This is an optimization exercise on Yosys and OpenROAD, whose aim is small area, a short achievable clock period and few clock cycles per item, not a production implementation. Only simulation tests tie the RTL to the original design; equivalence was not proved. Power figures rest on the tool's default switching activity, not on a simulated workload.

**design/flow/config.mk**
```make
export PLATFORM = sky130hd
export DESIGN_NAME = phong_sphere_pixel_shader
export DESIGN_NICKNAME = phong_sphere_pixel_shader
export VERILOG_FILES = /design/flow/design.v
export SDC_FILE = /design/flow/constraint.sdc
export NUM_CORES = 4
export LEC_CHECK = 0
export CAP_MARGIN = 20
export CORE_MARGIN = 2
export CORE_UTILIZATION = 40
export SLEW_MARGIN = 20
```
**design/flow/constraint.sdc**
```tcl
create_clock -name core_clock -period 15.0 [get_ports {clk}]
set_input_delay 3.0000 -clock core_clock [delete_from_list [all_inputs] [get_ports {clk}]]
set_output_delay 3.0000 -clock core_clock [all_outputs]
set_load 0.01 [all_outputs]
```
**design/flow/design.v**
```verilog
module pss_iter_unit (
	input  logic        clk,
	input  logic        arst_n,
	input  logic        req_start,
	input  logic        req_op,		 
	input  logic [55:0] req_num,
	input  logic [27:0] req_den,
	output logic        rsp_done,
	output logic [27:0] rsp_result
);
	localparam int IU_N_W        = 56;	 
	localparam int IU_D_W        = 28;	 
	localparam int IU_R_W        = 31;	 
	localparam int IU_RES_W      = 28;	 
	localparam int IU_SQRT_STEPS = 28;
	localparam int DIV_N_W       = 44;	 
	localparam int DIV_Q_W       = 17;	 
	localparam int IU_CNT_W      = 5;
	localparam logic IU_SQRT     = 1'b0;
	localparam logic IU_DIV      = 1'b1;
	logic                busy_q;
	logic                op_q;
	logic [IU_CNT_W-1:0] cnt_q;
	logic [IU_R_W-1:0]   rem_q;
	logic [IU_N_W-1:0]   work_q;
	logic [IU_RES_W-1:0] res_q;
	logic [IU_D_W-1:0]   den_q;
	logic [IU_R_W-1:0]   rem_sh;
	logic [IU_R_W-1:0]   sub_b;
	logic [IU_R_W:0]     diff;
	logic                ge;
	always_comb begin
		if (op_q == IU_SQRT) begin
			rem_sh = {rem_q[IU_R_W-3:0], work_q[IU_N_W-1 -: 2]};
			sub_b  = IU_R_W'({res_q, 2'b01});
		end else begin
			rem_sh = {rem_q[IU_R_W-2:0], work_q[IU_N_W-1]};
			sub_b  = IU_R_W'(den_q);
		end
		diff = {1'b0, rem_sh} - {1'b0, sub_b};
		ge   = ~diff[IU_R_W];
	end
	always_ff @(posedge clk or negedge arst_n) begin
		if (!arst_n) begin
			busy_q <= 1'b0;
			cnt_q  <= '0;
		end else if (req_start) begin
			busy_q <= 1'b1;
			cnt_q  <= (req_op == IU_SQRT) ? IU_CNT_W'(IU_SQRT_STEPS) : IU_CNT_W'(DIV_Q_W);
		end else if (busy_q) begin
			if (cnt_q == '0) begin
				busy_q <= 1'b0;
			end else begin
				cnt_q <= cnt_q - 1'b1;
			end
		end
	end
	always_ff @(posedge clk) begin
		if (req_start) begin
			op_q  <= req_op;
			den_q <= req_den;
			res_q <= '0;
			if (req_op == IU_SQRT) begin
				rem_q  <= '0;
				work_q <= req_num;
			end else begin
				rem_q  <= IU_R_W'(req_num[DIV_N_W-1:DIV_Q_W]);
				work_q <= {req_num[DIV_Q_W-1:0], (IU_N_W-DIV_Q_W)'(0)};
			end
		end else if (busy_q && cnt_q != '0) begin
			rem_q  <= ge ? diff[IU_R_W-1:0] : rem_sh;
			res_q  <= {res_q[IU_RES_W-2:0], ge};
			work_q <= (op_q == IU_SQRT) ? (work_q << 2) : (work_q << 1);
		end
	end
	assign rsp_done   = busy_q && (cnt_q == '0);
	assign rsp_result = res_q;
endmodule
module phong_sphere_pixel_shader #(
	parameter int COORD_BITS    = 11,
	parameter int SHININESS_MAX = 255
) (
	input  logic                         clk,
	input  logic                         arst_n,
	input  logic                         pixel_in_valid,
	output logic                         pixel_in_ready,
	input  logic signed [COORD_BITS-1:0] pixel_in_pixel_x,
	input  logic signed [COORD_BITS-1:0] pixel_in_pixel_y,
	input  logic signed [15:0]           pixel_in_light_pos_x,
	input  logic signed [15:0]           pixel_in_light_pos_y,
	input  logic signed [15:0]           pixel_in_light_pos_z,
	input  logic [15:0]                  pixel_in_light_red,
	input  logic [15:0]                  pixel_in_light_green,
	input  logic [15:0]                  pixel_in_light_blue,
	input  logic                         pixel_in_light_is_directional,
	input  logic                         pixel_in_last_light,
	output logic                         shade_out_valid,
	input  logic                         shade_out_ready,
	output logic [15:0]                  shade_out_red,
	output logic [15:0]                  shade_out_green,
	output logic [15:0]                  shade_out_blue,
	output logic                         shade_out_outside_sphere,
	input  logic                         cfg_valid,
	output logic                         cfg_ready,
	input  logic [2:0]                   cfg_index,
	input  logic [47:0]                  cfg_data
);
	localparam int CFG_IDX_W  = 3;
	localparam int CFG_DATA_W = 48;
	localparam logic [CFG_IDX_W-1:0] CFG_RADIUS    = 3'd0;
	localparam logic [CFG_IDX_W-1:0] CFG_AMBIENT   = 3'd1;
	localparam logic [CFG_IDX_W-1:0] CFG_DIFFUSE   = 3'd2;
	localparam logic [CFG_IDX_W-1:0] CFG_SPECULAR  = 3'd3;
	localparam logic [CFG_IDX_W-1:0] CFG_SHININESS = 3'd4;
	localparam int IU_N_W   = 56;
	localparam int IU_D_W   = 28;
	localparam int IU_RES_W = 28;
	localparam int DIV_N_W  = 44;
	localparam logic IU_SQRT = 1'b0;
	localparam logic IU_DIV  = 1'b1;
	localparam int MUL_A_W = 33;
	localparam int MUL_B_W = 28;
	localparam int PROD_W  = MUL_A_W + MUL_B_W;
	localparam int ACC_W   = PROD_W + 1;
	localparam int Z_W     = 23;
	localparam int V_W     = 27;
	localparam int NL_W    = 17;
	localparam int DOT_W   = 18;
	localparam int TERM_W  = 18;
	localparam int SUM_W   = 24;
	localparam logic [15:0] ONE_Q15 = 16'h8000;
	typedef enum logic [24:0] {
		ST_IDLE = 25'd1 << 0,
		ST_RR   = 25'd1 << 1,
		ST_XX   = 25'd1 << 2,
		ST_YY   = 25'd1 << 3,
		ST_CHK  = 25'd1 << 4,
		ST_SQZ  = 25'd1 << 5,
		ST_NDIV = 25'd1 << 6,
		ST_VMUL = 25'd1 << 7,
		ST_LMUL = 25'd1 << 8,
		ST_AMB  = 25'd1 << 9,
		ST_SQL  = 25'd1 << 10,
		ST_LDIV = 25'd1 << 11,
		ST_DOT  = 25'd1 << 12,
		ST_DRND = 25'd1 << 13,
		ST_RZM  = 25'd1 << 14,
		ST_RZ   = 25'd1 << 15,
		ST_PCHK = 25'd1 << 16,
		ST_PMUL = 25'd1 << 17,
		ST_PSQ  = 25'd1 << 18,
		ST_KD   = 25'd1 << 19,
		ST_DIF  = 25'd1 << 20,
		ST_KS   = 25'd1 << 21,
		ST_SPC  = 25'd1 << 22,
		ST_ACC  = 25'd1 << 23,
		ST_FIN  = 25'd1 << 24
	} state_t;
	function automatic logic signed [ACC_W-1:0] rnd15(input logic signed [ACC_W-1:0] v);
		logic [ACC_W-1:0] mag;
		logic [ACC_W-1:0] q;
		mag = v[ACC_W-1] ? ACC_W'(-v) : ACC_W'(v);
		q   = (mag + ACC_W'(16384)) >> 15;
		rnd15 = v[ACC_W-1] ? -$signed(q) : $signed(q);
	endfunction
	state_t                       state_q;
	logic [1:0]                   ch_q;
	logic                         go_q;
	logic [9:0]                   radius_q;
	logic [CFG_DATA_W-1:0]        ka_q, kd_q, ks_q;
	logic [7:0]                   shin_q;
	logic signed [COORD_BITS-1:0] x_q, y_q;
	logic signed [15:0]           pos_q [3];
	logic [15:0]                  rgb_q [3];
	logic                         dir_q, last_q;
	logic signed [ACC_W-1:0]      acc_q;
	logic [Z_W-1:0]               z_q;
	logic signed [NL_W-1:0]       n_q [3];
	logic signed [NL_W-1:0]       l_q [3];
	logic signed [V_W-1:0]        v_q [3];
	logic [IU_RES_W-1:0]          len_q;
	logic signed [DOT_W-1:0]      dot_q;
	logic [15:0]                  base_q, power_q;
	logic [7:0]                   e_q;
	logic [31:0]                  prod_q;
	logic [TERM_W-1:0]            term_q [3];
	logic [SUM_W-1:0]             sum_q [3];
	logic                         outside_q;
	logic                         out_valid_q;
	logic [15:0]                  out_rgb_q [3];
	logic                         out_outside_q;
	logic signed [MUL_A_W-1:0]    mul_a;
	logic signed [MUL_B_W-1:0]    mul_b;
	logic signed [PROD_W-1:0]     mul_p;
	logic [PROD_W-1:0]            mulq_p;
	logic [15:0]                  ka_c, kd_c, ks_c, coef_c;
	logic [COORD_BITS-1:0]        x_mag, y_mag;
	logic signed [V_W-1:0]        v_sel, pt_sel, rp_v;
	logic [V_W-1:0]               v_mag;
	logic [DIV_N_W-1:0]           div_num;
	logic                         div_neg;
	logic signed [NL_W-1:0]       q_s, div_val;
	logic                         iu_req_start;
	logic                         iu_req_op;
	logic [IU_N_W-1:0]            iu_req_num;
	logic [IU_D_W-1:0]            iu_req_den;
	logic                         iu_rsp_done;
	logic [IU_RES_W-1:0]          iu_rsp_result;
	logic signed [ACC_W-1:0]      dot_rnd, rz_full;
	logic [15:0]                  rz_clamp;
	logic [SUM_W:0]               sum_new [3];
	logic                         iter_state, out_free, last_ch;
	logic                         outside_c;
	assign pixel_in_ready = (state_q == ST_IDLE);
	assign cfg_ready      = 1'b1;
	assign shade_out_valid          = out_valid_q;
	assign shade_out_red            = out_rgb_q[0];
	assign shade_out_green          = out_rgb_q[1];
	assign shade_out_blue           = out_rgb_q[2];
	assign shade_out_outside_sphere = out_outside_q;
	assign ka_c    = ka_q[16*ch_q +: 16];
	assign kd_c    = kd_q[16*ch_q +: 16];
	assign ks_c    = ks_q[16*ch_q +: 16];
	assign x_mag   = x_q[COORD_BITS-1] ? COORD_BITS'(-x_q) : COORD_BITS'(x_q);
	assign y_mag   = y_q[COORD_BITS-1] ? COORD_BITS'(-y_q) : COORD_BITS'(y_q);
	assign v_sel   = v_q[ch_q];
	assign v_mag   = v_sel[V_W-1] ? V_W'(-v_sel) : V_W'(v_sel);
	assign last_ch = (ch_q == 2'd2);
	assign outside_c = (radius_q == '0) || (acc_q < 0);
	always_comb begin
		unique case (ch_q)
			2'd0:    pt_sel = V_W'(x_q) <<< 12;
			2'd1:    pt_sel = V_W'(y_q) <<< 12;
			default: pt_sel = V_W'($signed({1'b0, z_q}));
		endcase
	end
	always_comb begin
		unique case (state_q)
			ST_AMB:  coef_c = ka_c;
			ST_KD:   coef_c = kd_c;
			default: coef_c = ks_c;
		endcase
	end
	always_comb begin
		unique case (state_q)
			ST_RR, ST_VMUL: mul_a = MUL_A_W'($signed({1'b0, radius_q}));
			ST_XX:          mul_a = MUL_A_W'(x_q);
			ST_YY:          mul_a = MUL_A_W'(y_q);
			ST_LMUL:        mul_a = MUL_A_W'(v_sel);
			ST_AMB, ST_KD, ST_KS: mul_a = MUL_A_W'($signed({1'b0, coef_c}));
			ST_DOT:         mul_a = MUL_A_W'(n_q[ch_q]);
			ST_RZM:         mul_a = MUL_A_W'(dot_q);
			ST_PMUL:        mul_a = MUL_A_W'($signed({1'b0, power_q}));
			ST_PSQ:         mul_a = MUL_A_W'($signed({1'b0, base_q}));
			ST_DIF, ST_SPC: mul_a = MUL_A_W'($signed({1'b0, prod_q}));
			default:        mul_a = '0;
		endcase
		unique case (state_q)
			ST_RR:          mul_b = MUL_B_W'($signed({1'b0, radius_q}));
			ST_XX:          mul_b = MUL_B_W'(x_q);
			ST_YY:          mul_b = MUL_B_W'(y_q);
			ST_VMUL:        mul_b = MUL_B_W'(pos_q[ch_q]);
			ST_LMUL:        mul_b = MUL_B_W'(v_sel);
			ST_AMB, ST_KD, ST_KS: mul_b = MUL_B_W'($signed({1'b0, rgb_q[ch_q]}));
			ST_DOT:         mul_b = MUL_B_W'(l_q[ch_q]);
			ST_RZM:         mul_b = MUL_B_W'(n_q[2]);
			ST_PMUL, ST_PSQ: mul_b = MUL_B_W'($signed({1'b0, base_q}));
			ST_DIF:         mul_b = MUL_B_W'(dot_q);
			ST_SPC:         mul_b = MUL_B_W'($signed({1'b0, power_q}));
			default:        mul_b = '0;
		endcase
	end
	assign mul_p  = mul_a * mul_b;
	assign mulq_p = PROD_W'(mul_p) + PROD_W'(16384);
	assign rp_v   = V_W'(mul_p);
	always_comb begin
		unique case (state_q)
			ST_LDIV: begin
				div_num = (DIV_N_W'(v_mag) << 15) + DIV_N_W'(len_q >> 1);
				div_neg = v_sel[V_W-1];
			end
			default: begin
				unique case (ch_q)
					2'd0:    div_num = (DIV_N_W'(x_mag) << 15) + DIV_N_W'(radius_q[9:1]);
					2'd1:    div_num = (DIV_N_W'(y_mag) << 15) + DIV_N_W'(radius_q[9:1]);
					default: div_num = (DIV_N_W'(z_q) << 3) + DIV_N_W'(radius_q[9:1]);
				endcase
				div_neg = (ch_q == 2'd0) ? x_q[COORD_BITS-1] :
					(ch_q == 2'd1) ? y_q[COORD_BITS-1] : 1'b0;
			end
		endcase
	end
	assign iter_state   = (state_q == ST_SQZ) || (state_q == ST_SQL) ||
		(state_q == ST_NDIV) || (state_q == ST_LDIV);
	assign iu_req_start = iter_state && !go_q;
	assign iu_req_op    = ((state_q == ST_SQZ) || (state_q == ST_SQL)) ? IU_SQRT : IU_DIV;
	assign iu_req_num   = (state_q == ST_SQZ) ? {acc_q[31:0], 24'd0} :
		(state_q == ST_SQL) ? IU_N_W'(acc_q[IU_N_W-1:0]) : IU_N_W'(div_num);
	assign iu_req_den   = (state_q == ST_LDIV) ? len_q : IU_D_W'(radius_q);
	assign q_s     = $signed({1'b0, iu_rsp_result[NL_W-2:0]});
	assign div_val = div_neg ? -q_s : q_s;
	pss_iter_unit u_iter (
		.clk    (clk),
		.arst_n (arst_n),
		.req_start  (iu_req_start),
		.req_op     (iu_req_op),
		.req_num    (iu_req_num),
		.req_den    (iu_req_den),
		.rsp_done   (iu_rsp_done),
		.rsp_result (iu_rsp_result)
	);
	assign dot_rnd = rnd15(acc_q);
	assign rz_full = rnd15(acc_q <<< 1) - ACC_W'(l_q[2]);
	assign rz_clamp = (rz_full < 0) ? 16'd0 :
		(rz_full > ACC_W'(ONE_Q15)) ? ONE_Q15 : rz_full[15:0];
	always_comb begin
		for (int c = 0; c < 3; c++) begin
			sum_new[c] = {1'b0, sum_q[c]} + (SUM_W+1)'(term_q[c]);
		end
	end
	assign out_free = !out_valid_q || shade_out_ready;
	always_ff @(posedge clk or negedge arst_n) begin
		if (!arst_n) begin
			radius_q <= 10'd100;
			ka_q     <= '0;
			kd_q     <= '0;
			ks_q     <= '0;
			shin_q   <= 8'd1;
		end else if (cfg_valid) begin
			unique case (cfg_index)
				CFG_RADIUS:    radius_q <= cfg_data[9:0];
				CFG_AMBIENT:   ka_q     <= cfg_data;
				CFG_DIFFUSE:   kd_q     <= cfg_data;
				CFG_SPECULAR:  ks_q     <= cfg_data;
				CFG_SHININESS: shin_q   <= cfg_data[7:0];
				default:       ;
			endcase
		end
	end
	always_ff @(posedge clk or negedge arst_n) begin
		if (!arst_n) begin
			state_q       <= ST_IDLE;
			ch_q          <= '0;
			go_q          <= 1'b0;
			out_valid_q   <= 1'b0;
			for (int c = 0; c < 3; c++) begin
				sum_q[c] <= '0;
			end
		end else begin
			if (state_q == ST_FIN && last_q && out_free) begin
				out_valid_q <= 1'b1;
			end else if (shade_out_valid && shade_out_ready) begin
				out_valid_q <= 1'b0;
			end
			unique case (state_q)
				ST_IDLE: begin
					if (pixel_in_valid) begin
						state_q <= ST_RR;
					end
				end
				ST_RR: state_q <= ST_XX;
				ST_XX: state_q <= ST_YY;
				ST_YY: state_q <= ST_CHK;
				ST_CHK: begin
					state_q <= outside_c ? ST_FIN : ST_SQZ;
					ch_q    <= '0;
				end
				ST_SQZ, ST_SQL, ST_NDIV, ST_LDIV: begin
					if (iu_req_start) begin
						go_q <= 1'b1;
					end else if (iu_rsp_done) begin
						go_q <= 1'b0;
						if (state_q == ST_SQZ) begin
							state_q <= ST_NDIV;
						end else if (state_q == ST_SQL) begin
							state_q <= (iu_rsp_result == '0) ? ST_ACC : ST_LDIV;
						end else begin
							ch_q <= last_ch ? 2'd0 : ch_q + 2'd1;
							if (last_ch) begin
								state_q <= (state_q == ST_NDIV) ? ST_VMUL : ST_DOT;
							end
						end
					end
				end
				ST_VMUL, ST_LMUL, ST_AMB, ST_DOT: begin
					ch_q <= last_ch ? 2'd0 : ch_q + 2'd1;
					if (last_ch) begin
						unique case (state_q)
							ST_VMUL: state_q <= ST_LMUL;
							ST_LMUL: state_q <= ST_AMB;
							ST_AMB:  state_q <= ST_SQL;
							default: state_q <= ST_DRND;
						endcase
					end
				end
				ST_DRND: state_q <= ST_RZM;
				ST_RZM:  state_q <= ST_RZ;
				ST_RZ:   state_q <= ST_PCHK;
				ST_PCHK: begin
					priority if (e_q == '0) begin
						state_q <= ST_KD;
						ch_q    <= '0;
					end else if (e_q[0]) begin
						state_q <= ST_PMUL;
					end else begin
						state_q <= ST_PSQ;
					end
				end
				ST_PMUL: state_q <= ST_PSQ;
				ST_PSQ:  state_q <= ST_PCHK;
				ST_KD:   state_q <= ST_DIF;
				ST_DIF:  state_q <= ST_KS;
				ST_KS:   state_q <= ST_SPC;
				ST_SPC: begin
					ch_q    <= last_ch ? 2'd0 : ch_q + 2'd1;
					state_q <= last_ch ? ST_ACC : ST_KD;
				end
				ST_ACC: begin
					for (int c = 0; c < 3; c++) begin
						sum_q[c] <= sum_new[c][SUM_W] ? {SUM_W{1'b1}} : sum_new[c][SUM_W-1:0];
					end
					state_q <= ST_FIN;
				end
				ST_FIN: begin
					if (!last_q) begin
						state_q <= ST_IDLE;
					end else if (out_free) begin
						for (int c = 0; c < 3; c++) begin
							sum_q[c] <= '0;
						end
						state_q <= ST_IDLE;
					end
				end
				default: state_q <= ST_IDLE;
			endcase
		end
	end
	always_ff @(posedge clk) begin
		unique case (state_q)
			ST_IDLE: begin
				x_q      <= pixel_in_pixel_x;
				y_q      <= pixel_in_pixel_y;
				pos_q[0] <= pixel_in_light_pos_x;
				pos_q[1] <= pixel_in_light_pos_y;
				pos_q[2] <= pixel_in_light_pos_z;
				rgb_q[0] <= pixel_in_light_red;
				rgb_q[1] <= pixel_in_light_green;
				rgb_q[2] <= pixel_in_light_blue;
				dir_q    <= pixel_in_light_is_directional;
				last_q   <= pixel_in_last_light;
			end
			ST_RR: acc_q <= ACC_W'(mul_p);
			ST_XX, ST_YY: acc_q <= acc_q - ACC_W'(mul_p);
			ST_CHK: outside_q <= outside_c;
			ST_SQZ: begin
				if (iu_rsp_done) begin
					z_q <= iu_rsp_result[Z_W-1:0];
				end
			end
			ST_NDIV: begin
				if (iu_rsp_done) begin
					n_q[ch_q] <= div_val;
				end
			end
			ST_VMUL: v_q[ch_q] <= dir_q ? -rp_v : rp_v - pt_sel;
			ST_LMUL, ST_DOT: acc_q <= ((ch_q == 2'd0) ? ACC_W'(0) : acc_q) + ACC_W'(mul_p);
			ST_AMB: term_q[ch_q] <= mul_p[18 +: TERM_W];
			ST_SQL: begin
				if (iu_rsp_done) begin
					len_q <= iu_rsp_result;
				end
			end
			ST_LDIV: begin
				if (iu_rsp_done) begin
					l_q[ch_q] <= div_val;
				end
			end
			ST_DRND: dot_q <= dot_rnd[DOT_W-1:0];
			ST_RZM: acc_q <= ACC_W'(mul_p);
			ST_RZ: begin
				base_q  <= rz_clamp;
				power_q <= ONE_Q15;
				e_q     <= (32'(shin_q) > SHININESS_MAX) ? 8'(SHININESS_MAX) : shin_q;
			end
			ST_PMUL: power_q <= mulq_p[30:15];
			ST_PSQ: begin
				base_q <= mulq_p[30:15];
				e_q    <= e_q >> 1;
			end
			ST_KD, ST_KS: prod_q <= mul_p[31:0];
			ST_DIF: begin
				if (dot_q > 0) begin
					term_q[ch_q] <= term_q[ch_q] + mul_p[33 +: TERM_W];
				end
			end
			ST_SPC: term_q[ch_q] <= term_q[ch_q] + mul_p[33 +: TERM_W];
			ST_FIN: begin
				if (last_q && out_free) begin
					out_outside_q <= outside_q;
					for (int c = 0; c < 3; c++) begin
						out_rgb_q[c] <= outside_q ? 16'd0 :
							(sum_q[c] > SUM_W'(16'hFFFF)) ? 16'hFFFF : sum_q[c][15:0];
					end
				end
			end
			default: ;
		endcase
	end
endmodule
```
**design/flow/run.sh**
```bash
#!/bin/bash
# synth_recipe.tcl (not shown) runs the flow's synth.tcl, then flattens the netlist and writes it again
# the make line also repeats each setting of config.mk as NAME=value (left out here)
make -C /OpenROAD-flow-scripts/flow DESIGN_CONFIG=/design/flow/config.mk WORK_HOME=/design/flow/orfs CLKGATE_MAP_FILE= SYNTH_SCRIPT=/design/flow/synth_recipe.tcl finish
```
==> reports/metrics.csv <==
stage,metric,value,unit
min_path,Worst Hold Depth,1,
timing,relative slew slack,0.1522,
synthesis,flop and latch count out of synthesis,1040,
min_path,Hold Startpoint,shin_q[7],
floorplanning,# IOs,228,
power,Net Sw Frac,0.4797,
timing,Fin Clk Skew,0.06435,ns
synthesis,Yosys top cell area share,0.2201,
placed_design,HPWL after DPL,318200,um
timing,f_max,0.06891,GHz
min_path,Hold Path Sink,shin_q[7],
power,IR Drop Worst-Case VDD,0.1255,mV
power,Clk pwr share,0.181,
clocking,cts bufs inserted,113,
placed_design,I/O Buffers,226,
cells_and_area,"Area growth, synth to finish",13.05,%
min_path,HP Class,reg2reg,
global_route,Overflow after GRT,0,
critical_path,reg2reg setup slack,0.49,ns
power,power per cell area,147.7,nW/um^2
flow_run,Max Cap Viol,0,
critical_path,maximum fanout along the worst path,19,
power,sequential share of power,0.248,
floorplanning,Die W,507.4,um
clocking,clock transition at the registers of the reported paths,0.06,ns
critical_path,CP required,15.50,ns
timing,Final Slew Violations,0,
synthesis,ys flop type,edfxtp_1,
power,Sw Pwr,8.119,mW
cells_and_area,Nets,12680,
synthesis,mapped cell area,101400,sq um
synthesis,Syn Nets,12370,
critical_path,Startpoint Class,flop,
critical_path,"slowest stage cell, crit path",a21boi_0,
routing,Avg Vias per Cell,5.933,
global_route,initial antenna violation count,19,
clocking,Longest Clk Path Bufs,3,
routing,routed len/inst,27.49,um
floorplanning,std cell rows,184,
timing,hold slack,0.5033,ns
synthesis,Cells after Synth,10710,
cells_and_area,most frequent cells in the layout,"1178 x nand2_1, 1172 x inv_1, 964 x fa_1",
global_route,vias in the first global route,84070,
clocking,CTS tree,yes,
cells_and_area,"most common cell after layout, fill and taps aside",nand2_1,
clocking,H-tree levels,3,
floorplanning,initial core utilization,0.4028,
timing,period utilization,0.9675,
critical_path,Slowest Stage Delay on Critical Path,0.83,ns
routing,vias,85890,
timing,Worst Tran Pin Value,1.258,ns
synthesis,Synth area leaders,"edfxtp_1 22%, fa_1 19%, dfrtp_1 6.5%",
synthesis,"EDFF count, synth",743,
synthesis,"Seq/Total Area, Yosys",0.2921,
clocking,Clk Tree Root Cell,clkbuf_16,
synthesis,mean post-synth cell area,9.467,sq um
status,outcome,"complete, no violations",
clocking,hold buffers post-CTS,0,
critical_path,reg2reg path depth,55,
power,P_int,8.808,mW
global_route,Total Routing Usage GR,0.3039,
floorplanning,die area,257400,sq um
floorplanning,DIE HEIGHT,507.4,um
global_route,first-pass GRT wire length,579900,um
power,Gate power share,0.571,
timing,setup TNS,0,ns
global_route,largest net degree at the start of global routing,175,
power,LEAKAGE,49.67,nW
routing,Post-DRT Antenna Nets,0,
critical_path,Worst Setup End Kind,flop,
clocking,worst-skew pair later-pin latency,0.80,ns
routing,Routed Wire Length,397900,um
routing,drt first-iter violations,10680,
cells_and_area,FILL cells,23660,
floorplanning,Core Footprint,251600,sq um
cells_and_area,layout cells sized above 1,0.1028,
placed_design,GPL Wtd Cong,1.030,
critical_path,"Arr. time, crit path",15.02,ns
synthesis,async set-reset flop share out of synthesis,0.2587,
synthesis,Synth Warn #,7,
routing,DRC viols,0,
routing,First-pass DRT Iterations,7,
timing,Final Setup Violations,0,
critical_path,WS Path Type,reg2reg,
synthesis,Synth area leader,edfxtp_1,
timing,Final min period,14.51,ns
synthesis,post-synth cell types,102,
timing,Fin. Hold Viols,0,
clocking,# clock sinks,1040,
critical_path,RR Startpoint,state_q[6],
critical_path,worst flop-to-flop path endpoint,acc_q[58],
## kinds of logic (layout without fill, tap and decap cells)
kind of cell             after synthesis  in the layout  share of synthesized area
multiplexers                         433            433                    0.04757
buffers and inverters               1719           2129                    0.06382
AO/OA/AOI/OAI                       2209           2209                     0.1427
XOR/XNOR                             612            612                    0.05345
other                                  1             13                 0.00003700
adder cells (fa/ha/maj)             1493           1493                     0.2557
flip-flops                          1040           1040                     0.2921
AND/OR/NAND/NOR                     3199           3199                     0.1446
## worst max-delay path, delay by kind of cell, from the launching register on
kind                     cells  cell delay [ns]
AO/OA/AOI/OAI               18             5.20
adder cells (fa/ha/maj)     10             4.53
AND/OR/NAND/NOR             13             1.96
buffers and inverters       13             1.62
flip-flops                   1             0.49
XOR/XNOR                     1             0.38
## cells in the mapped netlist (69+ instances only)
master / count
a211oi_1: 81
a21o_1: 174
a21oi_1: 509
a22oi_1: 135
a31oi_1: 113
and2_1: 99
and3_1: 73
clkbuf_1: 473
dfrtp_1: 264
edfxtp_1: 743
fa_1: 965
ha_1: 523
inv_1: 1174
mux2_2: 209
mux2i_1: 206
nand2_1: 1185
nand2b_1: 128
nand3_1: 169
nand4_1: 72
nor2_1: 941
nor2b_1: 97
nor3_1: 127
o21ai_0: 528
or3_1: 69
xnor2_1: 438
xor2_1: 169
## sequential cells by signal (all words and copies together), names as in the netlist, 16 cells and up
name and flops:
term_q 72, u_iter.work_q 56, power_q 16, out_rgb_q 48, n_q 51, z_q 23
ka_q 48, ks_q 48, kd_q 48, l_q 51, u_iter.den_q 28, u_iter.rem_q 30
rgb_q 48, base_q 16, prod_q 32, u_iter.res_q 28, dot_q 18, pos_q 48
acc_q 62, v_q 81, state_q 25, sum_q 72, len_q 28
## power groups by stage
stage               registers (mW)  logic, mW  clock network, mW
global placement              4.21       9.19                  0
finish                        4.20       9.67               3.06
global route                  4.21       10.2               3.19
CTS                           4.17       9.33               3.08
detailed placement            4.23       9.27                  0
floorplan                     3.98       5.87                  0
## layer usage
| layer | track usage | share of wire | vias to the layer above |
|---|---|---|---|
| li1 | - | - | 37410 |
| met1 | 0.4256 | 0.42 | 43330 |
| met2 | 0.4609 | 0.44 | 4414 |
| met3 | 0.06077 | 0.099 | 727 |
| met4 | 0.1206 | 0.046 | 6 |
| met5 | 0 | 0.000070 | - |
## layout make-up
cell class | count | area, sq um | share of cell area
multi-input cells | 7947 | 65940 | 0.5755
inverters | 1187 | 4464 | 0.03896
repair buffers | 729 | 6301 | 0.05499
clock buffers | 149 | 3117 | 0.02720
well taps | 3348 | 4189 | 0.03656
diodes | 12 | 30.03 | 0.0002621
clock inverters | 64 | 914.6 | 0.007983
flip-flops and latches | 1040 | 29620 | 0.2585
## through the flow
stage | area [sq um] | power (mW) | setup slack, ns | std cells | utilization
floorplan | 101400 | 9.851 | 0.01111 | 10710 | -
global placement | 110100 | 13.41 | -0.008025 | 14240 | 0.4374
detailed placement | 110100 | 13.49 | 0.1675 | 14240 | 0.4377
CTS | 114200 | 16.58 | 0.04153 | 14460 | 0.4537
global route | 114600 | 17.64 | -0.04276 | 14470 | 0.4552
finish | 114600 | 16.93 | 0.4880 | 14480 | 0.4553
## repair_timing
| item | 4_1_cts | 5_1_grt |
|---|---|---|
| endpoints found under the setup margin | 0 | 24 |
| buffers inserted | 0 | 7 |
| resized for setup | 0 | 88 |
## worst max-delay path by stage
stage	cells past startpoint	slack, ns	start	to
5_1_grt	55	-0.04	state_q[22]	acc_q[58]
2_1_floorplan	60	0.01	ch_q[0]	acc_q[58]
3_5_place_dp	53	0.17	state_q[4]	acc_q[58]
6_report	55	0.49	state_q[6]	acc_q[58]
3_3_place_gp	51	-0.008	ch_q[0]	acc_q[58]
4_1_cts	53	0.04	state_q[4]	acc_q[58]
Testbench counts, summed over its fixed seeds: cycles 275,171, items 2,010.

static timing again, ports no longer ideal:
Ports are ideal in the flow. The routed layout listed here was re-timed in OpenROAD. Step 1 (the two cells are an assumption about what drives the block):
set clk [get_ports {clk}]
set_driving_cell -lib_cell sky130_fd_sc_hd__clkbuf_16 $clk
set_driving_cell -lib_cell sky130_fd_sc_hd__buf_2 [delete_from_list [all_inputs] $clk]
Step 2 moves the port delays by t, midway between the first and last clock arrival at a register: inputs arrive t later, outputs are due t later. That takes back most of the time a late clock gives input paths. a / b / c = ideal / step 1 / step 2; a / b = the first two.
t, ns: 0.849
slack for setup (ns): 0.488 / 0.488 / 0.488
latest minus earliest clock arrival (ns): 0.065 / 0.065
worst register clock-pin slew, ns: 0.07 / 0.07
cell pins on the clock port's net: 1
After both steps this run still meets setup and hold. For this run, drivers alone change the setup slack by 0.000 ns; drivers and shift together by 0.000 ns.
